This is an optimization exercise on Yosys and OpenROAD, whose aim is small area, a short achievable clock period and few clock cycles per item, not a production implementation.
At most, simulation tests tie the RTL to the original design; equivalence was not proved.
No functional check of the RTL was part of runs 1 and 5.

## design/flow/config.mk

```make
export PLATFORM = sky130hd
export DESIGN_NAME = process_id_sha256_uuidv8
export DESIGN_NICKNAME = process_id_sha256_uuidv8
export VERILOG_FILES = /design/flow/design.v
export SDC_FILE = /design/flow/constraint.sdc
export NUM_CORES = 4
export LEC_CHECK = 0
export CAP_MARGIN = 20
export CORE_MARGIN = 2
export CORE_UTILIZATION = 40
export CTS_BUF_LIST = sky130_fd_sc_hd__clkbuf_8
export SLEW_MARGIN = 20
export TNS_END_PERCENT = 5
```

## design/flow/constraint.sdc

```tcl
create_clock -name core_clock -period 10.0 [get_ports {clk}]
set_input_delay 2.0000 -clock core_clock [delete_from_list [all_inputs] [get_ports {clk}]]
set_output_delay 2.0000 -clock core_clock [all_outputs]
set_load 0.01 [all_outputs]
```

## design/flow/design.v

```verilog
`timescale 1ns / 1ps
package pidsha_pkg;
  typedef struct packed {
    logic [63:0] process_start_time;
    logic [63:0] process_number;
  } pidsha_in_t;
  typedef struct packed {
    logic [31:0] uuid_time_low;
    logic [15:0] uuid_mid;
    logic [15:0] uuid_hi_version;
    logic [63:0] uuid_tail;
  } pidsha_out_t;
  localparam int CFG_IDX_W = 2;
  localparam logic [CFG_IDX_W-1:0] CFG_GUID_HIGH   = 2'd0;
  localparam logic [CFG_IDX_W-1:0] CFG_GUID_LOW    = 2'd1;
  localparam logic [CFG_IDX_W-1:0] CFG_SYSTEM_TIME = 2'd2;
  localparam int ROUNDS  = 64;
  localparam int ROUND_W = 6;
  localparam logic [ROUND_W-1:0] LAST_ROUND = ROUND_W'(ROUNDS - 1);
  localparam logic [31:0] PAD_MARKER  = 32'h8000_0000;
  localparam logic [31:0] MSG_BIT_LEN = 32'd320;
  localparam logic [3:0] UUID_VERSION = 4'h8;
  localparam logic [1:0] UUID_VARIANT = 2'b10;
  typedef enum logic [1:0] {
    ST_IDLE,
    ST_ROUND,
    ST_DONE
  } ctrl_state_t;
  typedef struct packed {
    logic               load;       
    logic               round_en;   
    logic [ROUND_W-1:0] round;      
    logic               out_load;   
  } pidsha_cmd_t;
  localparam logic [64*32-1:0] ROUND_K = {
    32'hc67178f2, 32'hbef9a3f7, 32'ha4506ceb, 32'h90befffa,
    32'h8cc70208, 32'h84c87814, 32'h78a5636f, 32'h748f82ee,
    32'h682e6ff3, 32'h5b9cca4f, 32'h4ed8aa4a, 32'h391c0cb3,
    32'h34b0bcb5, 32'h2748774c, 32'h1e376c08, 32'h19a4c116,
    32'h106aa070, 32'hf40e3585, 32'hd6990624, 32'hd192e819,
    32'hc76c51a3, 32'hc24b8b70, 32'ha81a664b, 32'ha2bfe8a1,
    32'h92722c85, 32'h81c2c92e, 32'h766a0abb, 32'h650a7354,
    32'h53380d13, 32'h4d2c6dfc, 32'h2e1b2138, 32'h27b70a85,
    32'h14292967, 32'h06ca6351, 32'hd5a79147, 32'hc6e00bf3,
    32'hbf597fc7, 32'hb00327c8, 32'ha831c66d, 32'h983e5152,
    32'h76f988da, 32'h5cb0a9dc, 32'h4a7484aa, 32'h2de92c6f,
    32'h240ca1cc, 32'h0fc19dc6, 32'hefbe4786, 32'he49b69c1,
    32'hc19bf174, 32'h9bdc06a7, 32'h80deb1fe, 32'h72be5d74,
    32'h550c7dc3, 32'h243185be, 32'h12835b01, 32'hd807aa98,
    32'hab1c5ed5, 32'h923f82a4, 32'h59f111f1, 32'h3956c25b,
    32'he9b5dba5, 32'hb5c0fbcf, 32'h71374491, 32'h428a2f98
  };
  localparam logic [8*32-1:0] INITIAL_H = {
    32'h5be0cd19, 32'h1f83d9ab, 32'h9b05688c, 32'h510e527f,
    32'ha54ff53a, 32'h3c6ef372, 32'hbb67ae85, 32'h6a09e667
  };
  function automatic logic [31:0] round_k(input logic [ROUND_W-1:0] idx);
    round_k = ROUND_K[idx*32 +: 32];
  endfunction
  function automatic logic [31:0] initial_h(input int idx);
    initial_h = INITIAL_H[idx*32 +: 32];
  endfunction
  function automatic logic [31:0] bswap32(input logic [31:0] x);
    bswap32 = {x[7:0], x[15:8], x[23:16], x[31:24]};
  endfunction
  function automatic logic [31:0] big_sigma0(input logic [31:0] x);
    big_sigma0 = {x[1:0], x[31:2]} ^ {x[12:0], x[31:13]} ^ {x[21:0], x[31:22]};
  endfunction
  function automatic logic [31:0] big_sigma1(input logic [31:0] x);
    big_sigma1 = {x[5:0], x[31:6]} ^ {x[10:0], x[31:11]} ^ {x[24:0], x[31:25]};
  endfunction
  function automatic logic [31:0] small_sigma0(input logic [31:0] x);
    small_sigma0 = {x[6:0], x[31:7]} ^ {x[17:0], x[31:18]} ^ {3'b000, x[31:3]};
  endfunction
  function automatic logic [31:0] small_sigma1(input logic [31:0] x);
    small_sigma1 = {x[16:0], x[31:17]} ^ {x[18:0], x[31:19]} ^ {10'd0, x[31:10]};
  endfunction
endpackage
`timescale 1ns / 1ps
module pidsha_ctrl (
  input  logic       clk,
  input  logic       rst_n,
  input  logic       in_valid,
  output logic       in_ready,
  output logic       out_valid,
  input  logic       out_ready,
  input  logic       cfg_valid,
  output logic       run,        
  output logic [5:0] cnt,        
  output logic       hold,       
  output logic       start,      
  output logic       last_round  
);
  logic       run_r;
  logic [5:0] cnt_r;
  logic       ov_r;
  logic       last;
  logic       last_r;     
  logic       primed_r;   
  assign last = last_r;
  always_ff @(posedge clk) begin
    if (!rst_n) begin
      run_r   <= 1'b0;
      cnt_r   <= 6'd1;
      ov_r    <= 1'b0;
      last_r  <= 1'b0;
      primed_r <= 1'b0;
    end else begin
      primed_r <= !cfg_valid;
      last_r   <= run_r && (cnt_r == 6'd0);
      if (run_r) begin
        run_r <= !last;
        cnt_r <= last ? 6'd1 : cnt_r + 1'b1;
      end else begin
        run_r <= start;
        cnt_r <= start ? 6'd2 : 6'd1;
      end
      if (last) begin
        ov_r <= 1'b1;
      end else if (out_ready) begin
        ov_r <= 1'b0;
      end
    end
  end
  assign start     = !run_r && in_valid && primed_r && (!ov_r || out_ready);
  assign in_ready  = last;
  assign out_valid = ov_r;
  assign run       = run_r;
  assign cnt       = cnt_r;
  assign hold      = ov_r && !out_ready;
  assign last_round = last_r;
endmodule
`timescale 1ns / 1ps
module pidsha_dp (
  input  logic                                clk,
  input  logic                                rst_n,
  input  logic                                cfg_valid,
  input  logic [pidsha_pkg::CFG_IDX_W-1:0]    cfg_index,
  input  logic [63:0]                         cfg_data,
  input  pidsha_pkg::pidsha_in_t              in_data,
  input  logic                                run,
  input  logic [5:0]                          cnt,
  input  logic                                hold,
  input  logic                                start,
  input  logic                                last,
  output pidsha_pkg::pidsha_out_t             out_data
);
  logic [63:0] guid_high_r;
  logic [63:0] guid_low_r;
  logic [63:0] sys_time_r;
  logic [31:0] va, vb, vc, vd, ve, vf, vg;   
  logic [31:0] sched_r [16];
  logic [31:0] hkw_r;
  logic [31:0] msg [16];
  logic [31:0] w_next;
  logic [31:0] new_w;
  logic [31:0] k_r;
  logic [31:0] hkw_g;
  logic [31:0] w_s1, w_c1, w_s2, w_c2;
  logic [31:0] k_s, k_c;
  logic [31:0] s0, s1, ch, mj;
  logic [31:0] e_s1, e_c1, e_s2, e_c2;
  logic [31:0] a_s1, a_c1, a_s2, a_c2, a_s3, a_c3;
  logic [31:0] new_a, new_e;
  logic [31:0] h0, h1, h2, h3;
  function automatic logic [31:0] round_kx(input logic [5:0] idx);
    round_kx = (idx == 6'd63) ? 32'h307b5f59 : pidsha_pkg::round_k(idx);
  endfunction
  function automatic logic [31:0] ks_add(input logic [31:0] x, input logic [31:0] y);
    logic [31:0] p, g, gp, pp;
    p  = x ^ y;
    g  = x & y;
    gp = g;
    pp = p;
    for (int l = 1; l < 32; l = l * 2) begin
      for (int i = 31; i >= l; i--) begin
        gp[i] = gp[i] | (pp[i] & gp[i-l]);
        pp[i] = pp[i] & pp[i-l];
      end
    end
    ks_add = p ^ {gp[30:0], 1'b0};
  endfunction
  localparam logic [31:0] G_PRIME = 32'h5be0cd19 + 32'h428a2f98 - 32'h71374491;
  function automatic logic [31:0] csa_s(input logic [31:0] x, input logic [31:0] y, input logic [31:0] z);
    csa_s = x ^ y ^ z;
  endfunction
  function automatic logic [31:0] csa_c(input logic [31:0] x, input logic [31:0] y, input logic [31:0] z);
    logic [31:0] m;
    m = (x & y) | (x & z) | (y & z);
    csa_c = {m[30:0], 1'b0};
  endfunction
  logic [63:0] cfg_wdata;
  assign cfg_wdata = rst_n ? cfg_data : '0;
  always_ff @(posedge clk) begin
    if (!rst_n || (cfg_valid && cfg_index == pidsha_pkg::CFG_GUID_HIGH)) begin
      guid_high_r <= cfg_wdata;
    end
    if (!rst_n || (cfg_valid && cfg_index == pidsha_pkg::CFG_GUID_LOW)) begin
      guid_low_r <= cfg_wdata;
    end
    if (!rst_n || (cfg_valid && cfg_index == pidsha_pkg::CFG_SYSTEM_TIME)) begin
      sys_time_r <= cfg_wdata;
    end
  end
  always_comb begin
    msg[0]  = pidsha_pkg::bswap32(guid_high_r[63:32]);
    msg[1]  = {guid_high_r[23:16], guid_high_r[31:24], guid_high_r[7:0], guid_high_r[15:8]};
    msg[2]  = guid_low_r[63:32];
    msg[3]  = guid_low_r[31:0];
    msg[4]  = pidsha_pkg::bswap32(sys_time_r[31:0]);
    msg[5]  = pidsha_pkg::bswap32(sys_time_r[63:32]);
    msg[6]  = pidsha_pkg::bswap32(in_data.process_start_time[31:0]);
    msg[7]  = pidsha_pkg::bswap32(in_data.process_start_time[63:32]);
    msg[8]  = pidsha_pkg::bswap32(in_data.process_number[31:0]);
    msg[9]  = pidsha_pkg::bswap32(in_data.process_number[63:32]);
    msg[10] = pidsha_pkg::PAD_MARKER;
    msg[11] = '0;
    msg[12] = '0;
    msg[13] = '0;
    msg[14] = '0;
    msg[15] = pidsha_pkg::MSG_BIT_LEN;
  end
  always_comb begin
    w_s1  = csa_s(sched_r[9], sched_r[0], pidsha_pkg::small_sigma0(sched_r[1]));
    w_c1  = csa_c(sched_r[9], sched_r[0], pidsha_pkg::small_sigma0(sched_r[1]));
    w_s2  = csa_s(w_s1, w_c1, pidsha_pkg::small_sigma1(sched_r[14]));
    w_c2  = csa_c(w_s1, w_c1, pidsha_pkg::small_sigma1(sched_r[14]));
    new_w = ks_add(w_s2, w_c2);
    if (!run) begin
      w_next = start ? msg[1] : msg[0];
    end else if (cnt == 6'd1) begin
      w_next = msg[0];
    end else if (cnt >= 6'd2 && cnt <= 6'd15) begin
      w_next = msg[cnt[3:0]];
    end else begin
      w_next = new_w;
    end
  end
  always_ff @(posedge clk) begin
    for (int i = 0; i < 15; i++) begin
      sched_r[i] <= sched_r[i+1];
    end
    sched_r[15] <= w_next;
  end
  always_ff @(posedge clk) begin
    k_r <= round_kx(cnt);
  end
  always_comb begin
    hkw_g = vg;
    k_s   = csa_s(hkw_g, k_r, sched_r[15]);
    k_c   = csa_c(hkw_g, k_r, sched_r[15]);
  end
  always_ff @(posedge clk) begin
    hkw_r <= ks_add(k_s, k_c);
  end
  always_comb begin
    s0 = pidsha_pkg::big_sigma0(va);
    s1 = pidsha_pkg::big_sigma1(ve);
    ch = (ve & vf) ^ (~ve & vg);
    mj = (va & vb) ^ (va & vc) ^ (vb & vc);
    e_s1 = csa_s(vd, hkw_r, ch);
    e_c1 = csa_c(vd, hkw_r, ch);
    e_s2 = csa_s(e_s1, e_c1, s1);
    e_c2 = csa_c(e_s1, e_c1, s1);
    new_e = ks_add(e_s2, e_c2);
    a_s1 = csa_s(hkw_r, ch, mj);
    a_c1 = csa_c(hkw_r, ch, mj);
    a_s2 = csa_s(a_s1, a_c1, s0);
    a_c2 = csa_c(a_s1, a_c1, s0);
    a_s3 = csa_s(a_s2, a_c2, s1);
    a_c3 = csa_c(a_s2, a_c2, s1);
    new_a = ks_add(a_s3, a_c3);
  end
  always_ff @(posedge clk) begin
    if (run) begin
      va <= new_a;
      vb <= last ? va + pidsha_pkg::initial_h(1) : va;
      vc <= last ? vb + pidsha_pkg::initial_h(2) : vb;
      vd <= last ? vc + pidsha_pkg::initial_h(3) : vc;
      ve <= new_e;
      vf <= ve;
      vg <= last ? G_PRIME : vf;
    end else begin
      if (!hold) begin
        va <= pidsha_pkg::initial_h(0);
        vb <= pidsha_pkg::initial_h(1);
        vc <= pidsha_pkg::initial_h(2);
        vd <= pidsha_pkg::initial_h(3);
      end
      ve <= pidsha_pkg::initial_h(4);
      vf <= pidsha_pkg::initial_h(5);
      vg <= start ? pidsha_pkg::initial_h(6) : G_PRIME;
    end
  end
  always_comb begin
    h0 = va;
    h1 = vb;
    h2 = vc;
    h3 = vd;
  end
  assign out_data.uuid_time_low   = pidsha_pkg::bswap32(h0);
  assign out_data.uuid_mid        = {h1[23:16], h1[31:24]};
  assign out_data.uuid_hi_version = {pidsha_pkg::UUID_VERSION, h1[3:0], h1[15:8]};
  assign out_data.uuid_tail       = {pidsha_pkg::UUID_VARIANT, h2[29:0], h3};
endmodule
`timescale 1ns / 1ps
module process_id_sha256_uuidv8 (
  input  logic                               clk,
  input  logic                               rst_n,
  input  logic                               in_valid,
  output logic                               in_ready,
  input  pidsha_pkg::pidsha_in_t             in_data,
  output logic                               out_valid,
  input  logic                               out_ready,
  output pidsha_pkg::pidsha_out_t            out_data,
  input  logic                               cfg_valid,
  output logic                               cfg_ready,
  input  logic [pidsha_pkg::CFG_IDX_W-1:0]   cfg_index,
  input  logic [63:0]                        cfg_data
);
  logic       run;
  logic [5:0] cnt;
  logic       hold;
  logic       start;
  logic       last;
  assign cfg_ready = 1'b1;
  pidsha_ctrl u_ctrl (
    .clk       (clk),
    .rst_n     (rst_n),
    .in_valid  (in_valid),
    .in_ready  (in_ready),
    .out_valid (out_valid),
    .out_ready (out_ready),
    .cfg_valid (cfg_valid),
    .run       (run),
    .cnt       (cnt),
    .hold      (hold),
    .start     (start),
    .last_round(last)
  );
  pidsha_dp u_dp (
    .clk       (clk),
    .rst_n     (rst_n),
    .cfg_valid (cfg_valid),
    .cfg_index (cfg_index),
    .cfg_data  (cfg_data),
    .in_data   (in_data),
    .run       (run),
    .cnt       (cnt),
    .hold      (hold),
    .start     (start),
    .last      (last),
    .out_data  (out_data)
  );
endmodule
```

## design/flow/flow/run.sh

```bash
#!/bin/bash
# The standard layout (standard.sh: ORFS synthesis to final layout) with three changes:
#  - no full/half-adder cell extraction in synthesis (ADDER_MAP_FILE empty), so the
#    carry-save rows are mapped by abc like the rest of the logic; the registers are the
#    standard synthesis's, since only the mapping of adder logic changes;
#  - timing repair aims at a setup slack of 6 ns;
#  - ports are buffered with buf_2 cells.
set -euo pipefail
export ADDER_MAP_FILE=
export SETUP_SLACK_MARGIN=6.0
export BUFFER_PORTS_ARGS="-buffer_cell sky130_fd_sc_hd__buf_2"
bash standard.sh > standard.log 2>&1
```

## design/flow/standard.sh

```bash
#!/bin/bash
# synth_recipe.tcl (not shown) runs the flow's synth.tcl, then flattens the netlist and writes it again
# the make line also repeats each setting of config.mk as NAME=value (left out here)
make -C /OpenROAD-flow-scripts/flow DESIGN_CONFIG=/design/flow/config.mk WORK_HOME=/design/flow/orfs CLKGATE_MAP_FILE= SYNTH_SCRIPT=/design/flow/synth_recipe.tcl "${@:-finish}"
```

==> flow_metrics.py, run 1 <==
metrics = {
    "clock_tree": {
        "holdBufCountCts": 0,
        "clkSinkCount": 1002,
        "numCtsBuffers": 168,
        "clock_path_buffers": 3,
        "clk_latency_ps": 920,
        "cts_root_buf": "clkbuf_8",
        "path_clk_slew_ps": 60,
        "htree_levels": 4,
        "cts_tree": "built",
    },
    "placement": {
        "routabilityCongestion": 0.9601,
        "port_buffers": 322,
        "hpwl_um": 124900,
    },
    "status": {
        "status": "finished clean",
    },
    "critical_path": {
        "critical_path_class": "flop to flop",
        "cp_slowest_cell": "or4_1",
        "critPathLaunch": "u_dp.ve[3]",
        "regToRegStartpoint": "u_dp.ve[3]",
        "crit_fanout": 5,
        "slowest_delay_ps": 440,
        "cp-start-kind": "flop",
        "crit_cells": 18,
        "crit_arrival_ps": 5810,
        "r2r-end": "u_dp.ve[31]",
        "crit_chain": "mux2_4, maj3_1, or2_2, a21boi_2, maj3_1, a22oi_1, o31ai_4, or4_1, o221ai_2, maj3_2, a21oi_4, a21oi_4, or4_4, a41oi_2, maj3_1, maj3_1, xnor2_1, nor2_1",
        "critPathRequiredTime_ps": 10770,
        "reg2reg_slack_ps": 4960,
        "cp-end-kind": "flop",
        "ff2ff_path_depth": 18,
        "path_common_cell": "maj3_1",
        "path_buf_inv": 0,
        "path_delay_family": "adder cells",
    },
    "sta": {
        "maxSlewViolCount": 0,
        "max_slew_margin_pct": 22.30,
        "rsz0062_at_grt": "yes",
        "skew_ps": 71.91,
        "min_period_ps": 5040,
        "max_freq_mhz": 198.4,
        "setup_violations": 0,
        "hold_viol": 0,
        "tightest_slew_ps": 1153,
        "tns_ps": 0,
        "period_share_pct": 50.40,
    },
    "route": {
        "drt-total-wl_um": 170200,
        "first_iter_violations": 4270,
        "vias_per_cell": 5.475,
        "vias": 39880,
        "drtPass1Iterations": 9,
        "wl_per_cell_um": 23.37,
        "ant_nets": 0,
        "route.detailed.drc": 0,
    },
    "worst_hold_path": {
        "holdPathStages": 0,
        "min_to": "u_dp.sched_r[7][23]",
        "hp-class": "flop to flop",
        "worstHoldStart": "u_dp.sched_r[8][23]",
    },
    "synthesis": {
        "postSynth.asyncResetShare_pct": 0,
        "synth_top_area_share_pct": 27.08,
        "ys_seq_elements": 1002,
        "synth_ff_type": "dfxtp_1",
        "ys_seq_area_share_pct": 46.15,
        "synthesis.area_um2": 50410,
        "synth.most_common_cell": "dfxtp_1",
        "synth-edff-count": 320,
        "syn_inst": 5137,
        "synth_area_leaders": "dfxtp_1, edfxtp_1, xnor2_1",
        "syn-mean-instance-area_um2": 9.813,
        "synthTopCellsByCount": "dfxtp_1, xnor2_1, nor2_1",
        "synth_warnings": 4,
        "yosysTopAreaCell": "dfxtp_1",
        "synth_cell_type_count": 102,
    },
    "grt": {
        "grt_max_degree": 91,
        "grt-ovfl-total": 0,
        "grt_pass1_wl_um": 247800,
        "grtUsageTotal_pct": 25.62,
        "grt_antenna_before_repair": 15,
        "first_global_vias": 37850,
    },
    "floorplan": {
        "core_um2": 125400,
        "start_util_pct": 40.20,
        "num_io_pins": 330,
        "die_x_um": 359,
        "dieHeight_um": 359,
        "row_count": 130,
        "dieArea_um2": 128900,
    },
    "cells_and_area": {
        "fin_nets": 5688,
        "drive_gt1_share_pct": 19.38,
        "syn_to_final_growth_pct": 17.16,
    },
    "flow_run": {
        "maxCapViolations": 0,
    },
}
-- per-stage QoR --
stage          util, %  setup WS (ps)  instance area, um^2  cells  hold WS (ps)
6_report         47.09           4960                59060   7284         287.9
5_1_grt          47.09           4721                59050   7280         279.7
4_1_cts          46.27           4987                58030   7234         283.3
3_5_place_dp     42.39           4291                53170   6846         312.1
3_3_place_gp     42.39           4441                53170   6846         309.6
2_1_floorplan        -           5064                50530   5142         309.6
-- registers in the layout (all words and copies together) (netlist names), 32 cells and up --
| register | cells |
|---|---|
| u_dp.sched_r | 512 |
| u_dp.guid_high_r | 64 |
| u_dp.guid_low_r | 64 |
| u_dp.sys_time_r | 64 |
| u_dp.hkw_r | 32 |
| u_dp.k_r | 32 |
| u_dp.va | 32 |
| u_dp.vb | 32 |
| u_dp.vc | 32 |
| u_dp.vd | 32 |
| u_dp.ve | 32 |
| u_dp.vf | 32 |
| u_dp.vg | 32 |
-- cell type report --
cell class                 count  area, um^2
fill                       11680       66350
multi-input combinational   3699       26590
sequential                  1002       23380
timing repair buffer         499        2944
clock buffer                 193        2656
tap                         1650        2064
clock inverter               113       953.4
inverter                     119       449.2
antenna                        9       22.52
-- worst max path at each step --
stage,slack (ps),to
3_5_place_dp,4290,u_dp.va[29]
4_1_cts,4990,u_dp.sched_r[15][26]
3_3_place_gp,4440,u_dp.sched_r[15][31]
6_report,4960,u_dp.ve[31]
5_1_grt,4720,u_dp.ve[30]
2_1_floorplan,5060,u_dp.va[25]
-- layer usage --
layer	GRT usage, %	vias to the layer above	wire [um]
met5	0	-	58
met4	8.364	8	5240
met3	5.722	304	14690
met2	40.71	1699	77290
met1	34.53	19320	72910
li1	-	18550	-
-- cells by family (layout without fill, tap and decap cells) --
logic type	count (synthesis)	count (layout)	share of synthesized area, %
fa+ha+maj	240	240	4.778
flops	1002	1002	46.15
mux	48	48	1.033
other cells	2	16	0.01490
compound gates	1107	1107	14.26
simple gates	1333	1333	12.12
xor+xnor	964	964	17.83
buf+inv	441	924	3.825
-- layout by cell type (no fill, tap or decap), types with 32 or more instances in the layout --
cell type and n:
xnor2_1 574, xnor2_2 57, inv_1 165, maj3_1 207
buf_4 176, a31oi_1 33, a21o_1 37, nand2b_1 52
and2_1 124, o21ai_0 302, a21oi_1 239, nor3_1 54
buf_2 322, nand3_1 63, a211oi_1 32, edfxtp_1 320
clkbuf_8 193, nand2_1 423, o22ai_1 37, a22oi_1 89
dfxtp_1 630, xor2_1 281, nor2_1 431, maj3_2 33
-- what timing repair did --
| item | CTS | global route |
|---|---|---|
| gates cloned | 0 | 0 |
| resized for setup | 154 | 143 |
| endpoints found under the setup margin | 77 | 81 |
| pin swaps | 55 | 56 |
| setup buffers | 82 | 41 |
==> inputs of run 2 (changes only) <==
--- a/design/flow/design.v
+++ b/design/flow/design.v
@@ -162,24 +162,11 @@
   logic [31:0] e_s1, e_c1, e_s2, e_c2;
   logic [31:0] a_s1, a_c1, a_s2, a_c2, a_s3, a_c3;
   logic [31:0] new_a, new_e;
+  logic [31:0] w_sum, k_sum, e_sum, a_sum;
   logic [31:0] h0, h1, h2, h3;
   function automatic logic [31:0] round_kx(input logic [5:0] idx);
     round_kx = (idx == 6'd63) ? 32'h307b5f59 : pidsha_pkg::round_k(idx);
   endfunction
-  function automatic logic [31:0] ks_add(input logic [31:0] x, input logic [31:0] y);
-    logic [31:0] p, g, gp, pp;
-    p  = x ^ y;
-    g  = x & y;
-    gp = g;
-    pp = p;
-    for (int l = 1; l < 32; l = l * 2) begin
-      for (int i = 31; i >= l; i--) begin
-        gp[i] = gp[i] | (pp[i] & gp[i-l]);
-        pp[i] = pp[i] & pp[i-l];
-      end
-    end
-    ks_add = p ^ {gp[30:0], 1'b0};
-  endfunction
   localparam logic [31:0] G_PRIME = 32'h5be0cd19 + 32'h428a2f98 - 32'h71374491;
   function automatic logic [31:0] csa_s(input logic [31:0] x, input logic [31:0] y, input logic [31:0] z);
     csa_s = x ^ y ^ z;
@@ -225,7 +212,7 @@
     w_c1  = csa_c(sched_r[9], sched_r[0], pidsha_pkg::small_sigma0(sched_r[1]));
     w_s2  = csa_s(w_s1, w_c1, pidsha_pkg::small_sigma1(sched_r[14]));
     w_c2  = csa_c(w_s1, w_c1, pidsha_pkg::small_sigma1(sched_r[14]));
-    new_w = ks_add(w_s2, w_c2);
+    new_w = w_sum;
     if (!run) begin
       w_next = start ? msg[1] : msg[0];
     end else if (cnt == 6'd1) begin
@@ -251,7 +238,7 @@
     k_c   = csa_c(hkw_g, k_r, sched_r[15]);
   end
   always_ff @(posedge clk) begin
-    hkw_r <= ks_add(k_s, k_c);
+    hkw_r <= k_sum;
   end
   always_comb begin
     s0 = pidsha_pkg::big_sigma0(va);
@@ -262,18 +249,18 @@
     e_c1 = csa_c(vd, hkw_r, ch);
     e_s2 = csa_s(e_s1, e_c1, s1);
     e_c2 = csa_c(e_s1, e_c1, s1);
-    new_e = ks_add(e_s2, e_c2);
+    new_e = e_sum;
     a_s1 = csa_s(hkw_r, ch, mj);
     a_c1 = csa_c(hkw_r, ch, mj);
     a_s2 = csa_s(a_s1, a_c1, s0);
     a_c2 = csa_c(a_s1, a_c1, s0);
     a_s3 = csa_s(a_s2, a_c2, s1);
     a_c3 = csa_c(a_s2, a_c2, s1);
-    new_a = ks_add(a_s3, a_c3);
+    new_a = a_sum;
   end
   always_ff @(posedge clk) begin
+    va <= run ? new_a : ((va & {32{hold}}) | (pidsha_pkg::initial_h(0) & ~{32{hold}}));
     if (run) begin
-      va <= new_a;
       vb <= last ? va + pidsha_pkg::initial_h(1) : va;
       vc <= last ? vb + pidsha_pkg::initial_h(2) : vb;
       vd <= last ? vc + pidsha_pkg::initial_h(3) : vc;
@@ -282,7 +269,6 @@
       vg <= last ? G_PRIME : vf;
     end else begin
       if (!hold) begin
-        va <= pidsha_pkg::initial_h(0);
         vb <= pidsha_pkg::initial_h(1);
         vc <= pidsha_pkg::initial_h(2);
         vd <= pidsha_pkg::initial_h(3);
@@ -302,6 +288,78 @@
   assign out_data.uuid_mid        = {h1[23:16], h1[31:24]};
   assign out_data.uuid_hi_version = {pidsha_pkg::UUID_VERSION, h1[3:0], h1[15:8]};
   assign out_data.uuid_tail       = {pidsha_pkg::UUID_VARIANT, h2[29:0], h3};
+  pidsha_add32 #(.HC(1'b1)) u_add_w (.x(w_s2), .y(w_c2), .z(w_sum));
+  pidsha_add32 #(.HC(1'b1)) u_add_k (.x(k_s),  .y(k_c),  .z(k_sum));
+  pidsha_add32 #(.HC(1'b0)) u_add_e (.x(e_s2), .y(e_c2), .z(e_sum));
+  pidsha_add32 #(.HC(1'b0)) u_add_a (.x(a_s3), .y(a_c3), .z(a_sum));
+endmodule
+module pidsha_pg_cell (
+  input  logic g_hi,
+  input  logic p_hi,
+  input  logic g_lo,
+  input  logic p_lo,
+  output logic g,
+  output logic p
+);
+  assign g = g_hi | (p_hi & g_lo);
+  assign p = p_hi & p_lo;
+endmodule
+module pidsha_g_cell (
+  input  logic g_hi,
+  input  logic p_hi,
+  input  logic g_lo,
+  output logic g
+);
+  assign g = g_hi | (p_hi & g_lo);
+endmodule
+module pidsha_add32 #(
+  parameter bit HC = 1'b0
+) (
+  input  logic [31:0] x,
+  input  logic [31:0] y,
+  output logic [31:0] z
+);
+  localparam int NLEV = HC ? 6 : 5;
+  function automatic int lvl_dist(input int lv);
+    lvl_dist = (HC && lv == 5) ? 1 : (1 << lv);
+  endfunction
+  function automatic bit sel(input int lv, input int i);
+    if (i < lvl_dist(lv)) begin
+      sel = 1'b0;
+    end else if (!HC) begin
+      sel = 1'b1;
+    end else begin
+      sel = (lv == 5) ? (i % 2 == 0) : (i % 2 == 1);
+    end
+  endfunction
+  function automatic int next_dist(input int lv, input int i);
+    next_dist = 0;
+    for (int l = lv + 1; l < NLEV; l++) begin
+      if (next_dist == 0 && sel(l, i)) begin
+        next_dist = lvl_dist(l);
+      end
+    end
+  endfunction
+  logic [31:0] g [NLEV+1];
+  logic [31:0] p [NLEV+1];
+  assign g[0] = x & y;
+  assign p[0] = x ^ y;
+  for (genvar lv = 0; lv < NLEV; lv++) begin : g_lev
+    for (genvar i = 0; i < 32; i++) begin : g_pos
+      if (sel(lv, i) && next_dist(lv, i) != 0) begin : g_pg
+        pidsha_pg_cell u_c (.g_hi(g[lv][i]), .p_hi(p[lv][i]), .g_lo(g[lv][i-lvl_dist(lv)]),
+                            .p_lo(p[lv][i-lvl_dist(lv)]), .g(g[lv+1][i]), .p(p[lv+1][i]));
+      end else if (sel(lv, i)) begin : g_g
+        pidsha_g_cell u_c (.g_hi(g[lv][i]), .p_hi(p[lv][i]), .g_lo(g[lv][i-lvl_dist(lv)]),
+                           .g(g[lv+1][i]));
+        assign p[lv+1][i] = 1'b0;
+      end else begin : g_pass
+        assign g[lv+1][i] = g[lv][i];
+        assign p[lv+1][i] = p[lv][i];
+      end
+    end
+  end
+  assign z = p[0] ^ {g[NLEV][30:0], 1'b0};
 endmodule
 `timescale 1ns / 1ps
 module process_id_sha256_uuidv8 (
==> design/flow/flow/run.sh (replaced) <==
#!/bin/bash
set -euo pipefail
export ADDER_MAP_FILE=
export SETUP_SLACK_MARGIN=6.5
export BUFFER_PORTS_ARGS="-buffer_cell sky130_fd_sc_hd__buf_2"
bash standard.sh > standard.log 2>&1
--- a/design/flow/config.mk
+++ b/design/flow/config.mk
@@ -8,6 +8,6 @@
 export CAP_MARGIN = 20
 export CORE_MARGIN = 2
 export CORE_UTILIZATION = 40
-export CTS_BUF_LIST = sky130_fd_sc_hd__clkbuf_8
 export SLEW_MARGIN = 20
+export SYNTH_HIERARCHICAL = 1
 export TNS_END_PERCENT = 5
==> run 2 against run 1 <==
Net effect:
- design area is 6.5% higher
- setup slack improved by 1200 ps
- still clean on timing, DRC and antenna
- register-to-register slack better by 1200 ps
- wire length rose by 11%
- first-iteration DRC count rose by 6.5%
- sequential cell count unchanged
- critical path type unchanged
- critical endpoint is now u_dp.sched_r[15][20]
- via count up 2.1%
- largest cell class unchanged
- clock skew is 36 ps higher
==> flow_metrics.py, run 2 <==
metrics = {
    "status": {
        "status": "finished clean",
    },
    "flow_run": {
        "maxCapViolations": 0,
    },
    "critical_path": {
        "cp-endpoint": "u_dp.sched_r[15][20]",
        "r2r-end": "u_dp.sched_r[15][20]",
        "critPathRequiredTime_ps": 10600,
        "regToRegStartpoint": "u_dp.sched_r[1][26]",
        "crit_chain": "xor2_2, xnor2_2, xnor2_2, xnor2_1, xnor2_1, xor2_1, and2_4, and2_1, and2_1, and2_1, a21o_1, xor2_2, nor2_1, a41oi_2, mux2i_1, a21oi_2",
        "cp-start-kind": "flop",
        "slowest_delay_ps": 420,
        "crit_arrival_ps": 4410,
        "cp-end-kind": "flop",
        "ff2ff_path_depth": 16,
        "cp_slowest_cell": "dfxtp_2",
        "path_common_cell": "and2_1",
        "critical_path_class": "flop to flop",
        "critPathLaunch": "u_dp.sched_r[1][26]",
        "crit_fanout": 4,
        "reg2reg_slack_ps": 6190,
    },
    "route": {
        "first_iter_violations": 4547,
        "ant_nets": 0,
        "drtPass1Iterations": 9,
        "vias_per_cell": 5.513,
        "vias": 40710,
        "route.detailed.drc": 0,
        "drt-total-wl_um": 189700,
        "wl_per_cell_um": 25.69,
    },
    "synthesis": {
        "synthesis.area_um2": 51890,
        "yosysTopAreaCell": "dfxtp_1",
        "ys_seq_area_share_pct": 44.21,
        "syn-mean-instance-area_um2": 10.05,
        "synth_cell_type_count": 96,
        "ys_seq_elements": 1002,
        "postSynth.asyncResetShare_pct": 0,
        "synth_warnings": 20,
        "synth-edff-count": 288,
        "synth_top_area_share_pct": 27.54,
        "synthTopCellsByCount": "dfxtp_1, xnor2_1, and2_1",
        "synth_area_leaders": "dfxtp_1, edfxtp_1, xnor2_1",
        "synth_ff_type": "dfxtp_1",
        "synth.most_common_cell": "dfxtp_1",
        "syn_inst": 5165,
    },
    "cells_and_area": {
        "final_cell_mix": "dfxtp_1, and2_1, xnor2_1",
        "drive_gt1_share_pct": 25.04,
        "multiInputGateArea_um2": 30130,
        "seq_area_um2": 23220,
        "syn_to_final_growth_pct": 21.20,
        "layout_commonest_cell": "dfxtp_1",
        "largest_register": "u_dp.sched_r",
        "fillCellCount": 11970,
        "largest_register_ffs": 512,
        "utilization_pct": 48.70,
        "fin_nets": 5749,
    },
    "sta": {
        "tns_ps": 0,
        "skew_ps": 107.5,
        "maxSlewViolCount": 0,
        "max_freq_mhz": 262.7,
        "setup_violations": 0,
        "hold_viol": 0,
        "period_share_pct": 38.07,
        "rsz0062_at_grt": "yes",
        "min_period_ps": 3807,
        "tightest_slew_ps": 1239,
        "max_slew_margin_pct": 17.25,
    },
    "clock_tree": {
        "numCtsBuffers": 103,
        "clk_latency_ps": 790,
        "cts_root_buf": "clkbuf_16",
        "htree_levels": 3,
        "cts_tree": "built",
        "clock_path_buffers": 3,
        "path_clk_slew_ps": 60,
        "clkSinkCount": 1002,
    },
    "grt": {
        "grt-ovfl-total": 0,
        "grt_antenna_before_repair": 11,
        "grt_max_degree": 107,
        "grt_pass1_wl_um": 266800,
        "first_global_vias": 38180,
        "grtUsageTotal_pct": 27.63,
    },
    "floorplan": {
        "row_count": 132,
        "die_x_um": 364.2,
        "start_util_pct": 40.18,
        "dieArea_um2": 132600,
        "dieHeight_um": 364.2,
        "num_io_pins": 330,
        "core_um2": 129200,
    },
    "worst_hold_path": {
        "hp-class": "flop to flop",
        "worstHoldStart": "u_dp.sched_r[5][27]",
    },
    "placement": {
        "hpwl_um": 141600,
        "routabilityCongestion": 0.9928,
        "port_buffers": 322,
    },
}
run 2: changes by cell type in the layout (fill, tap and decap cells not counted), moves of 138 or more:
| cell | change |
|---|---|
| and2_1 | +383 |
| o21ai_0 | -147 |
| clkbuf_8 | -173 |
| a21o_1 | +387 |
| inv_1 | -145 |
| nor2_1 | -240 |
| xnor2_1 | -138 |
run 2: kinds of logic after synthesis:
| logic type | count (synthesis) | synth area share, % |
|---|---|---|
| simple gates | 1377 | 14.27 |
| compound gates | 1135 | 15.24 |
| xor+xnor | 1002 | 17.05 |
| flops | 1002 | 44.21 |
| buf+inv | 344 | 3.168 |
| fa+ha+maj | 203 | 3.916 |
| mux | 99 | 2.124 |
| other cells | 3 | 0.02170 |
run 2: layer usage:
| metal | GRT usage (%) | share of wire [%] | vias up | routed length, um |
|---|---|---|---|---|
| met2 | 41.42 | 43 | 1857 | 81750 |
| li1 | - | - | 18510 | - |
| met5 | 0.5810 | 0.072 | - | 136 |
| met3 | 6.011 | 9.1 | 328 | 17250 |
| met4 | 9.245 | 3.7 | 8 | 6979 |
| met1 | 39.18 | 44 | 20000 | 83540 |
run 2: how the worst min path moves through the flow:
stage | end | slack [ps] | depth (start not counted)
global placement | u_dp.sched_r[5][15] | 310 | 0
CTS | u_dp.sched_r[4][27] | 310 | 0
global route | u_dp.sched_r[6][27] | 310 | 0
detailed placement | u_dp.sched_r[1][14] | 310 | 0
floorplan | u_dp.sched_r[10][0] | 310 | 0
finish | u_dp.sched_r[4][27] | 300 | 0
run 2: area by class of cell:
type	count	area share [%]
multi-input cells	3831	47.91
inverters	23	0.1373
clock buffers	148	4.828
diodes	3	0.01194
repair buffers	589	5.839
clock inverters	45	0.8833
flip-flops and latches	1002	36.92
well taps	1742	3.466
run 2: per-stage QoR:
step | setup WS (ps) | instance area [um^2] | instances | hold slack, ps
floorplan | 6347 | 51980 | 5177 | 309.6
global placement | 5358 | 54650 | 6969 | 309.5
detailed placement | 5427 | 54650 | 6969 | 312.1
CTS | 6163 | 60260 | 7264 | 309.0
global route | 6067 | 62880 | 7380 | 313.2
finish | 6193 | 62890 | 7383 | 303.6
run 2: worst max-delay path: cells and delay by family, from the launching register on:
family                    cells  cell delay [ps]
and+or+nand+nor               5              870
muxes                         1              120
AOI/OAI and AO/OA             3              730
xor gates and xnor gates      7             1530
DFF                           1              420
run 2: repair_timing:
item	4_1_cts	5_1_grt
setup buffers	102	116
setup endpoints to repair	129	112
gates resized for setup	321	354
cloned	0	0
pin swaps	106	178
hold buffers	0	0
run 2: per-module statistics from Yosys (local to each module, per instance), a selection:
module                    cells inside  area (um^2)  flops+latches  copies in the design
process_id_sha256_uuidv8             2        11.26              0                     1
pidsha_pg_cell                       2        13.76              0                   278
pidsha_dp                         4067        43740            992                     1
pidsha_g_cell                        1        7.507              0                   120
pidsha_ctrl                         40        399.1             10                     1
Testbench counts of run 2, summed over its fixed seeds: cycles 24,976, items 384.
==> inputs of run 3 (changes only) <==
--- a/design/flow/config.mk
+++ b/design/flow/config.mk
@@ -5,9 +5,9 @@
 export SDC_FILE = /design/flow/constraint.sdc
 export NUM_CORES = 4
 export LEC_CHECK = 0
-export CAP_MARGIN = 20
+export CAP_MARGIN = 35
 export CORE_MARGIN = 2
-export CORE_UTILIZATION = 40
+export CORE_UTILIZATION = 55
 export SLEW_MARGIN = 20
 export SYNTH_HIERARCHICAL = 1
 export TNS_END_PERCENT = 5
==> run 3 against run 2 <==
Net effect:
- synthesized cell count unchanged
- non-clock buffer count decreased by 52
- cell count decreased by 7.4%
- highest routed layer unchanged
- critical path type unchanged
- count of clock-buffer cells in the layout decreased by 15
- critical path depth decreased by 3
==> flow_metrics.py, run 3 <==
metrics = {
    "route": {
        "vias": 40820,
        "first_iter_violations": 5291,
        "drtPass1Iterations": 6,
        "route.detailed.drc": 0,
        "ant_nets": 0,
        "wl_per_cell_um": 27.13,
        "drt-total-wl_um": 185500,
        "vias_per_cell": 5.970,
    },
    "cells_and_area": {
        "fillCellCount": 7495,
        "largest_register": "u_dp.sched_r",
        "seq_area_um2": 23190,
        "multiInputGateArea_um2": 29480,
        "syn_to_final_growth_pct": 17.88,
        "layout_commonest_cell": "dfxtp_1",
        "largest_register_ffs": 512,
        "utilization_pct": 65.45,
        "final_cell_mix": "dfxtp_1, and2_1, xnor2_1",
        "fin_nets": 5695,
        "drive_gt1_share_pct": 22.17,
    },
    "sta": {
        "min_period_ps": 3893,
        "max_freq_mhz": 256.8,
        "tns_ps": 0,
        "whs_ps": 308.9,
        "skew_ps": 48.23,
        "max_slew_margin_pct": 27.35,
        "setup_violations": 0,
        "setup_slack_ps": 6107,
        "tightest_slew_ps": 1090,
        "hold_viol": 0,
        "rsz0062_at_grt": "yes",
        "period_share_pct": 38.93,
        "maxSlewViolCount": 0,
    },
    "critical_path": {
        "crit_fanout": 5,
        "slowest_delay_ps": 540,
        "critPathRequiredTime_ps": 10580,
        "critical_path_class": "flop to flop",
        "cp_slowest_cell": "xnor2_1",
        "ff2ff_path_depth": 13,
        "crit_arrival_ps": 4480,
        "cp-end-kind": "flop",
        "path_delay_family": "XOR/XNOR gates",
        "r2r-end": "u_dp.ve[31]",
        "path_common_cell": "and2_1",
        "reg2reg_slack_ps": 6110,
        "cp-start-kind": "flop",
        "path_buf_inv": 0,
        "regToRegStartpoint": "u_dp.ve[24]",
        "crit_chain": "mux2_2, xor2_1, xnor2_1, o21ai_0, xor2_1, and2_1, and2_1, and2_1, and2_1, a21o_1, xnor2_1, xnor2_1, and2_1",
    },
    "synthesis": {
        "synth_top_area_share_pct": 27.54,
        "synth-edff-count": 288,
        "ys_seq_area_share_pct": 44.21,
        "synthTopCellsByCount": "dfxtp_1, xnor2_1, and2_1",
        "syn-mean-instance-area_um2": 10.05,
        "syn_inst": 5165,
        "synth_cell_type_count": 96,
        "synth_area_leaders": "dfxtp_1, edfxtp_1, xnor2_1",
        "synth.most_common_cell": "dfxtp_1",
        "yosysTopAreaCell": "dfxtp_1",
        "postSynth.asyncResetShare_pct": 0,
        "ys_seq_elements": 1002,
        "synthesis.area_um2": 51890,
        "synth_warnings": 20,
        "synth_ff_type": "dfxtp_1",
    },
    "placement": {
        "dp_slack_ps": 5522,
        "hpwl_um": 138500,
        "routabilityCongestion": 1.038,
        "port_buffers": 322,
    },
    "flow_run": {
        "maxCapViolations": 0,
    },
    "grt": {
        "first_global_vias": 38040,
        "grtUsageTotal_pct": 36.90,
        "grt_antenna_before_repair": 11,
        "grt-ovfl-total": 0,
        "grt_max_degree": 76,
        "grt_pass1_wl_um": 262200,
    },
    "clock_tree": {
        "holdBufCountCts": 0,
        "cts_tree": "built",
        "htree_levels": 3,
        "clk_latency_ps": 730,
        "numCtsBuffers": 101,
        "path_clk_slew_ps": 70,
        "clkSinkCount": 1002,
        "cts_root_buf": "clkbuf_16",
        "clock_path_buffers": 3,
    },
    "floorplan": {
        "core_um2": 93470,
        "dieArea_um2": 96820,
        "dieHeight_um": 311.2,
        "num_io_pins": 330,
        "start_util_pct": 55.52,
        "die_x_um": 311.2,
        "row_count": 112,
    },
    "worst_hold_path": {
        "holdPathStages": 0,
        "worstHoldStart": "u_dp.sched_r[13][25]",
        "min_to": "u_dp.sched_r[12][25]",
        "hp-class": "flop to flop",
    },
    "status": {
        "status": "finished clean",
    },
}
==> run 3: cell count changes in the layout (fill, tap and decap cells not counted), moves of 15 or more <==
| cell | delta |
|---|---|
| xnor2_1 | +39 |
| xor2_1 | +17 |
| maj3_2 | -15 |
| buf_4 | -62 |
| xnor2_2 | -38 |
==> run 3: final cells by class <==
class                      instances  share of cell area (%)
clock inverter                    53                   1.229
timing repair buffer             537                   5.437
inverter                          23                  0.1411
antenna                            4                 0.01636
sequential                      1002                   37.91
multi-input combinational       3831                   48.20
clock buffer                     133                   4.504
tap                             1254                   2.565
==> run 3: routing by layer <==
layer	vias to the layer above	global-route usage, %	routed length, um
li1	18400	-	-
met1	19860	53.38	80000
met2	2180	53.24	77410
met3	363	10.70	21820
met4	10	10.84	6195
met5	-	0	60
==> run 3: cell families (layout without fill, tap and decap cells) <==
family / after synthesis / in the layout / share of synthesized area, %
flip-flops: 1002 / 1002 / 44.21
AND/OR/NAND/NOR: 1377 / 1377 / 14.27
multiplexers: 99 / 99 / 2.124
buffers and inverters: 344 / 746 / 3.168
AO/OA/AOI/OAI: 1135 / 1135 / 15.24
other: 3 / 19 / 0.02170
adder cells (fa/ha/maj): 203 / 203 / 3.916
XOR/XNOR: 1002 / 1002 / 17.05
==> run 3: stage by stage <==
| stage | area [um^2] | std cells |
|---|---|---|
| after floorplan | 51980 | 5177 |
| final | 61170 | 6837 |
| after detailed placement | 54120 | 6490 |
| after global routing | 61160 | 6833 |
| after CTS | 59610 | 6786 |
| after global placement | 54060 | 6484 |
==> run 3: how the worst max path moves through the flow <==
stage | cells after the start | start | endpoint
floorplan | 2 | cfg_index[1] | u_dp.guid_low_r[0]
CTS | 8 | out_ready | u_dp.sched_r[15][30]
global placement | 8 | out_ready | u_dp.sched_r[15][30]
global route | 16 | u_dp.vc[12] | u_dp.va[31]
detailed placement | 8 | out_ready | u_dp.sched_r[15][30]
finish | 13 | u_dp.ve[24] | u_dp.ve[31]
==> run 3: what timing repair did <==
item | CTS | global route
gates cloned | 0 | 0
buffers inserted | 110 | 38
pin swaps | 96 | 118
setup endpoints to repair | 109 | 102
resized for setup | 310 | 210
==> run 3: worst register-to-register path, delay by kind of cell, from the launching register on <==
family | cells | cell delay, ps
compound gates | 2 | 650
xor+xnor | 5 | 1450
mux | 1 | 410
flops | 1 | 450
simple gates | 5 | 810
==> run 3: per-module statistics from Yosys (local to each module, per instance), excerpt <==
module | flops+latches | cells
pidsha_dp | 992 | 4067
pidsha_ctrl | 10 | 40
process_id_sha256_uuidv8 | 0 | 2
pidsha_g_cell | 0 | 1
pidsha_pg_cell | 0 | 2
==> inputs of run 4 (changes only) <==
--- a/design/flow/config.mk
+++ b/design/flow/config.mk
@@ -7,7 +7,7 @@
 export LEC_CHECK = 0
 export CAP_MARGIN = 35
 export CORE_MARGIN = 2
-export CORE_UTILIZATION = 55
+export CORE_UTILIZATION = 40
 export SLEW_MARGIN = 20
 export SYNTH_HIERARCHICAL = 1
 export TNS_END_PERCENT = 5
==> run 4 against run 3 <==
Net effect:
- non-clock buffer count increased by 5
- first-iteration DRC count fell by 16%
- setup slack better by 96 ps
- utilization shrank 18 points
- design area grew 0.85%
- maximum frequency up 2.5%
- critical path depth increased by 2
- die area increased by 37%
- sequential cell count stayed put
- sequential share of layout area down 0.28 points
- synthesized cell count unchanged
==> flow_metrics.py, run 4 <==
metrics = {
    "floorplan": {
        "dieArea_um2": 132600,
        "row_count": 132,
        "dieHeight_um": 364.2,
        "die_x_um": 364.2,
        "core_um2": 129200,
        "start_util_pct": 40.18,
        "num_io_pins": 330,
    },
    "sta": {
        "min_period_ps": 3797,
        "skew_ps": 61.38,
        "whs_ps": 311.2,
        "hold_viol": 0,
        "tns_ps": 0,
        "setup_slack_ps": 6203,
        "tightest_slew_ps": 1047,
        "maxSlewViolCount": 0,
        "setup_violations": 0,
        "max_slew_margin_pct": 30.20,
        "period_share_pct": 37.97,
        "rsz0062_at_grt": "yes",
        "max_freq_mhz": 263.4,
    },
    "flow_run": {
        "maxCapViolations": 0,
    },
    "synthesis": {
        "synth.most_common_cell": "dfxtp_1",
        "synthTopCellsByCount": "dfxtp_1, xnor2_1, and2_1",
        "synthesis.area_um2": 51890,
        "syn_inst": 5165,
        "synth_warnings": 20,
        "ys_seq_elements": 1002,
        "yosysTopAreaCell": "dfxtp_1",
        "postSynth.asyncResetShare_pct": 0,
        "synth_ff_type": "dfxtp_1",
        "synth_cell_type_count": 96,
        "synth-edff-count": 288,
        "synth_top_area_share_pct": 27.54,
        "ys_seq_area_share_pct": 44.21,
        "synth_area_leaders": "dfxtp_1, edfxtp_1, xnor2_1",
        "syn-mean-instance-area_um2": 10.05,
    },
    "clock_tree": {
        "clkSinkCount": 1002,
        "clk_latency_ps": 770,
        "htree_levels": 3,
        "numCtsBuffers": 103,
        "clock_path_buffers": 3,
        "cts_tree": "built",
        "cts_root_buf": "clkbuf_16",
        "path_clk_slew_ps": 60,
    },
    "route": {
        "drtPass1Iterations": 7,
        "wl_per_cell_um": 25.82,
        "route.detailed.drc": 0,
        "vias": 40520,
        "vias_per_cell": 5.523,
        "first_iter_violations": 4418,
        "ant_nets": 0,
        "drt-total-wl_um": 189400,
    },
    "cells_and_area": {
        "fin_nets": 5702,
        "largest_register_ffs": 512,
        "syn_to_final_growth_pct": 18.89,
        "drive_gt1_share_pct": 22.27,
        "largest_register": "u_dp.sched_r",
        "final_cell_mix": "dfxtp_1, and2_1, xnor2_1",
        "utilization_pct": 47.77,
        "layout_commonest_cell": "dfxtp_1",
    },
    "critical_path": {
        "crit_arrival_ps": 4450,
        "cp-end-kind": "flop",
        "crit_fanout": 4,
        "cp-start-kind": "flop",
        "critical_path_class": "flop to flop",
        "critPathRequiredTime_ps": 10660,
    },
    "grt": {
        "grt_max_degree": 107,
        "grt-ovfl-total": 0,
        "grt_pass1_wl_um": 268900,
        "first_global_vias": 38810,
        "grtUsageTotal_pct": 27.83,
        "grt_antenna_before_repair": 10,
    },
    "placement": {
        "hpwl_um": 142300,
        "routabilityCongestion": 0.9928,
        "dp_slack_ps": 5395,
        "port_buffers": 322,
    },
    "worst_hold_path": {
        "hp-class": "flop to flop",
    },
    "status": {
        "status": "finished clean",
    },
}
==> run 4: final timing paths <==
check                                    startpoint              endpoint  slack (ps)  cells past startpoint
worst max-delay path            u_dp.sched_r[1][24]  u_dp.sched_r[15][23]        6200                     15
worst min-delay path            u_dp.sched_r[2][24]   u_dp.sched_r[1][24]         310                      0
worst max register to register  u_dp.sched_r[1][24]  u_dp.sched_r[15][23]        6200                     15
worst min register to register  u_dp.sched_r[2][24]   u_dp.sched_r[1][24]         310                      0
==> run 4: worst max-delay path, cell delays in order, from the launching register on <==
cell and delay, ps:
dfxtp_2 450, xor2_2 210, xnor2_2 130, o21ai_0 440
xnor2_1 220, xor2_1 210, a21o_1 210, a21o_1 200
a21o_1 200, a21o_1 170, a21o_1 190, a21o_1 190
xor2_2 260, nor2_1 160, o311a_1 380, nor2_1 90
==> run 4: Yosys stat by module (local to each module, per instance), excerpt <==
module | copies in the design | cells inside | flip-flops and latches | cell area, um^2
process_id_sha256_uuidv8 | 1 | 2 | 0 | 11.26
pidsha_dp | 1 | 4067 | 992 | 43740
pidsha_ctrl | 1 | 40 | 10 | 399.1
pidsha_pg_cell | 278 | 2 | 0 | 13.76
pidsha_g_cell | 120 | 1 | 0 | 7.507
==> run 4: metrics by stage <==
step / instance area, um^2 / cells
after global routing: 61690 / 7334
final: 61690 / 7336
after CTS: 60750 / 7304
after global placement: 54650 / 6969
after floorplan: 51980 / 5177
after detailed placement: 54840 / 6981
==> run 4: layer usage <==
| metal | GRT usage, % | vias up | wire (um) | part of all wire [%] |
|---|---|---|---|---|
| met4 | 9.326 | 6 | 6857 | 3.6 |
| li1 | - | 18430 | - | - |
| met2 | 42.10 | 1889 | 81430 | 43 |
| met1 | 39.73 | 19870 | 83870 | 44 |
| met5 | 0 | - | 38 | 0.020 |
| met3 | 5.182 | 325 | 17230 | 9.1 |
==> run 4: repair_timing <==
action                     CTS  global route
resized for setup          383           137
setup endpoints to repair  121           107
buffers inserted           130            26
hold buffers                 0             0
pin swaps                  124            90
==> run 4: area by class of cell <==
class / instances / area, um^2
diodes: 3 / 7.507
clock buffers: 151 / 3063
inverters: 23 / 86.33
multi-input cells: 3831 / 29280
flip-flops and latches: 1002 / 23210
repair buffers: 542 / 3390
well taps: 1742 / 2180
fillers: 12030 / 67460
clock inverters: 42 / 475.5
==> run 4: logic make-up (layout without fill, tap and decap cells) <==
family,after synthesis,in the layout,share of synthesized area (%)
simple gates,1377,1377,14.27
compound gates,1135,1135,15.24
xor+xnor,1002,1002,17.05
flops,1002,1002,44.21
buf+inv,344,758,3.168
fa+ha+maj,203,203,3.916
mux,99,99,2.124
other cells,3,18,0.02170
==> inputs of run 5 (changes only) <==
--- a/design/flow/design.v
+++ b/design/flow/design.v
@@ -288,7 +288,7 @@
   assign out_data.uuid_mid        = {h1[23:16], h1[31:24]};
   assign out_data.uuid_hi_version = {pidsha_pkg::UUID_VERSION, h1[3:0], h1[15:8]};
   assign out_data.uuid_tail       = {pidsha_pkg::UUID_VARIANT, h2[29:0], h3};
-  pidsha_add32 #(.HC(1'b1)) u_add_w (.x(w_s2), .y(w_c2), .z(w_sum));
+  pidsha_add32 #(.HC(1'b0)) u_add_w (.x(w_s2), .y(w_c2), .z(w_sum));
   pidsha_add32 #(.HC(1'b1)) u_add_k (.x(k_s),  .y(k_c),  .z(k_sum));
   pidsha_add32 #(.HC(1'b0)) u_add_e (.x(e_s2), .y(e_c2), .z(e_sum));
   pidsha_add32 #(.HC(1'b0)) u_add_a (.x(a_s3), .y(a_c3), .z(a_sum));
==> run 5 against run 4 <==
Net effect:
- still clean
- critical path depth is 1 higher
- count of clock-buffer cells in the layout is 18 lower
- via count is 2.4% higher
- clock skew is 2.3 ps lower
- first-iteration DRC count is 4.8% higher
- wire length is 2.3% higher
- highest routed layer unchanged
==> flow_metrics.py, run 5 <==
metrics = {
    "status": {
        "status": "finished clean",
    },
    "sta": {
        "period_share_pct": 38.41,
        "skew_ps": 59.06,
        "max_slew_margin_pct": 34.33,
        "tightest_slew_ps": 985.0,
        "min_period_ps": 3841,
        "max_freq_mhz": 260.4,
        "rsz0062_at_grt": "yes",
        "hold_viol": 0,
        "tns_ps": 0,
        "setup_violations": 0,
        "maxSlewViolCount": 0,
    },
    "floorplan": {
        "dieArea_um2": 134300,
        "die_x_um": 366.5,
        "num_io_pins": 330,
        "dieHeight_um": 366.5,
        "row_count": 133,
        "start_util_pct": 40.14,
        "core_um2": 131000,
    },
    "worst_hold_path": {
        "hp-class": "flop to flop",
        "worstHoldStart": "u_dp.sched_r[2][21]",
        "holdPathStages": 0,
        "min_to": "u_dp.sched_r[1][21]",
    },
    "cells_and_area": {
        "largest_register_ffs": 512,
        "drive_gt1_share_pct": 22.20,
        "syn_to_final_growth_pct": 19.39,
        "layout_commonest_cell": "dfxtp_1",
        "final_cell_mix": "dfxtp_1, and2_1, a21o_1",
        "largest_register": "u_dp.sched_r",
        "layout.cells.non_filler": 7443,
        "fillCellCount": 12100,
        "fin_nets": 5789,
        "utilization_pct": 47.92,
    },
    "synthesis": {
        "synthesis.area_um2": 52570,
        "synth_top_area_share_pct": 27.19,
        "synth_ff_type": "dfxtp_1",
        "synth_area_leaders": "dfxtp_1, edfxtp_1, xnor2_1",
        "ys_seq_elements": 1002,
        "synth-edff-count": 288,
        "syn-mean-instance-area_um2": 9.988,
        "synth_warnings": 20,
        "postSynth.asyncResetShare_pct": 0,
        "ys_seq_area_share_pct": 43.64,
        "yosysTopAreaCell": "dfxtp_1",
        "synthTopCellsByCount": "dfxtp_1, xnor2_1, and2_1",
        "synth.most_common_cell": "dfxtp_1",
        "syn_inst": 5263,
        "synth_cell_type_count": 96,
    },
    "flow_run": {
        "maxCapViolations": 0,
    },
    "critical_path": {
        "cp-end-kind": "flop",
        "cp-start-kind": "flop",
        "ff2ff_path_depth": 16,
        "critPathRequiredTime_ps": 10640,
        "crit_arrival_ps": 4480,
        "critical_path_class": "flop to flop",
        "crit_fanout": 3,
        "r2r-end": "u_dp.va[31]",
        "reg2reg_slack_ps": 6160,
        "regToRegStartpoint": "u_dp.vb[9]",
    },
    "route": {
        "vias_per_cell": 5.573,
        "ant_nets": 0,
        "route.detailed.drc": 0,
        "first_iter_violations": 4631,
        "drtPass1Iterations": 7,
        "vias": 41480,
        "drt-total-wl_um": 193700,
        "wl_per_cell_um": 26.03,
    },
    "grt": {
        "grt_max_degree": 90,
        "grt_antenna_before_repair": 11,
        "first_global_vias": 39290,
        "grtUsageTotal_pct": 27.68,
        "grt_pass1_wl_um": 273900,
        "grt-ovfl-total": 0,
    },
    "placement": {
        "port_buffers": 322,
        "dpl.cell_count": 7092,
        "hpwl_um": 146200,
        "routabilityCongestion": 0.9725,
    },
    "clock_tree": {
        "htree_levels": 3,
        "cts_tree": "built",
        "path_clk_slew_ps": 70,
        "cts_root_buf": "clkbuf_16",
        "numCtsBuffers": 104,
        "clock_path_buffers": 3,
        "clk_latency_ps": 760,
        "clkSinkCount": 1002,
    },
}
run 5: metrics by stage:
| step | setup WS (ps) | area, um^2 | hold WS [ps] |
|---|---|---|---|
| floorplan | 6347 | 52650 | 309.6 |
| global placement | 5532 | 55330 | 309.7 |
| detailed placement | 5533 | 55490 | 312.1 |
| CTS | 6213 | 61290 | 292.1 |
| global route | 6034 | 62740 | 302.3 |
| finish | 6159 | 62760 | 282.4 |
run 5: logic make-up after synthesis:
| family | after synthesis | synth area share [%] |
|---|---|---|
| buffers and inverters | 344 | 3.128 |
| XOR/XNOR | 1002 | 16.83 |
| flip-flops | 1002 | 43.64 |
| AND/OR/NAND/NOR | 1426 | 14.67 |
| AO/OA/AOI/OAI | 1184 | 15.75 |
| other | 3 | 0.02142 |
| adder cells (fa/ha/maj) | 203 | 3.865 |
| multiplexers | 99 | 2.097 |
run 5: modules after synthesis, one instance, submodules excluded, excerpt:
module | flip-flops and latches | cells | copies in the design
pidsha_pg_cell | 0 | 2 | 327
pidsha_ctrl | 10 | 40 | 1
pidsha_g_cell | 0 | 1 | 120
pidsha_dp | 992 | 4067 | 1
process_id_sha256_uuidv8 | 0 | 2 | 1
run 5: final cells by class:
class / instances / area (um^2) / area share, %
multi-input combinational: 3929 / 30310 / 48.29
tap: 1755 / 2196 / 3.499
antenna: 7 / 17.52 / 0.02791
timing repair buffer: 530 / 3259 / 5.193
sequential: 1002 / 23200 / 36.97
clock buffer: 133 / 2945 / 4.693
clock inverter: 64 / 745.7 / 1.188
inverter: 23 / 86.33 / 0.1376
run 5: timing repair:
item,CTS,global route
setup buffers,104,38
endpoints found under the setup margin,127,147
hold buffers,0,0
pin swaps,99,108
gates resized for setup,333,206
run 5: layer usage:
metal,vias to the layer above,routed length (um),global-route usage (%)
li1,18730,-,-
met1,20330,86290,39.92
met2,2065,82990,41.71
met3,344,17600,5.243
met4,6,6830,8.492
met5,-,41,0
run 5: critical path, cell delays in order (launching register included):
cell and delay [ps]:
edfxtp_1 480, maj3_2 410, maj3_2 370, xnor2_2 180
xnor2_2 170, xnor2_1 290, xnor2_2 190, xor2_2 320
and2_4 210, and2_1 170, and2_1 170, a21o_1 140
a21o_1 190, xnor2_1 150, xnor2_1 140, nand2_1 70
o21ai_1 110
run 5: worst max path at each step:
stage                     cells after the start          from  slack, ps                    to
final                                        16    u_dp.vb[9]       6160           u_dp.va[31]
after global routing                         16    u_dp.vb[9]       6030           u_dp.va[28]
after CTS                                    16    u_dp.vb[7]       6210           u_dp.va[31]
after detailed placement                      9     out_ready       5530  u_dp.sched_r[15][30]
after global placement                        9     out_ready       5530  u_dp.sched_r[15][30]
after floorplan                               2  cfg_index[1]       6350    u_dp.guid_low_r[0]

## re-timing with driven ports
Ports are ideal in the flow. The routed layouts listed here were re-timed in OpenROAD. Step 1: set_driving_cell puts a clkbuf_16 on clk and a buf_2 on each other input, an assumption about the parent block. Step 2, shift: input delay + t, output delay - t, t = (earliest + latest rising clock arrival at the registers) / 2. This alone moves slack from input paths to output paths. Three values: no drivers, after step 1, after step 2; two values: the first two.
run	t (ns)	setup WS [ns]	clock arrival spread, ns	worst slew at a driven data input, ns	cell pins on the clock port's net
run 1	0.953	4.960 / 4.960 / 4.960	0.077 / 0.077	0.10	1
run 2	0.819	6.193 / 6.193 / 5.801	0.117 / 0.118	0.06	1
run 3	0.780	6.107 / 6.107 / 5.620	0.055 / 0.055	0.05	1
run 4	0.791	6.203 / 6.203 / 5.981	0.088 / 0.088	0.07	1
run 5	0.808	6.159 / 6.159 / 5.460	0.065 / 0.065	0.07	1
After both steps setup and hold are still met in every run listed. The setup slack of run 5, which loses most, moves by 0.000 ns with the drivers and by -0.699 ns with both steps.
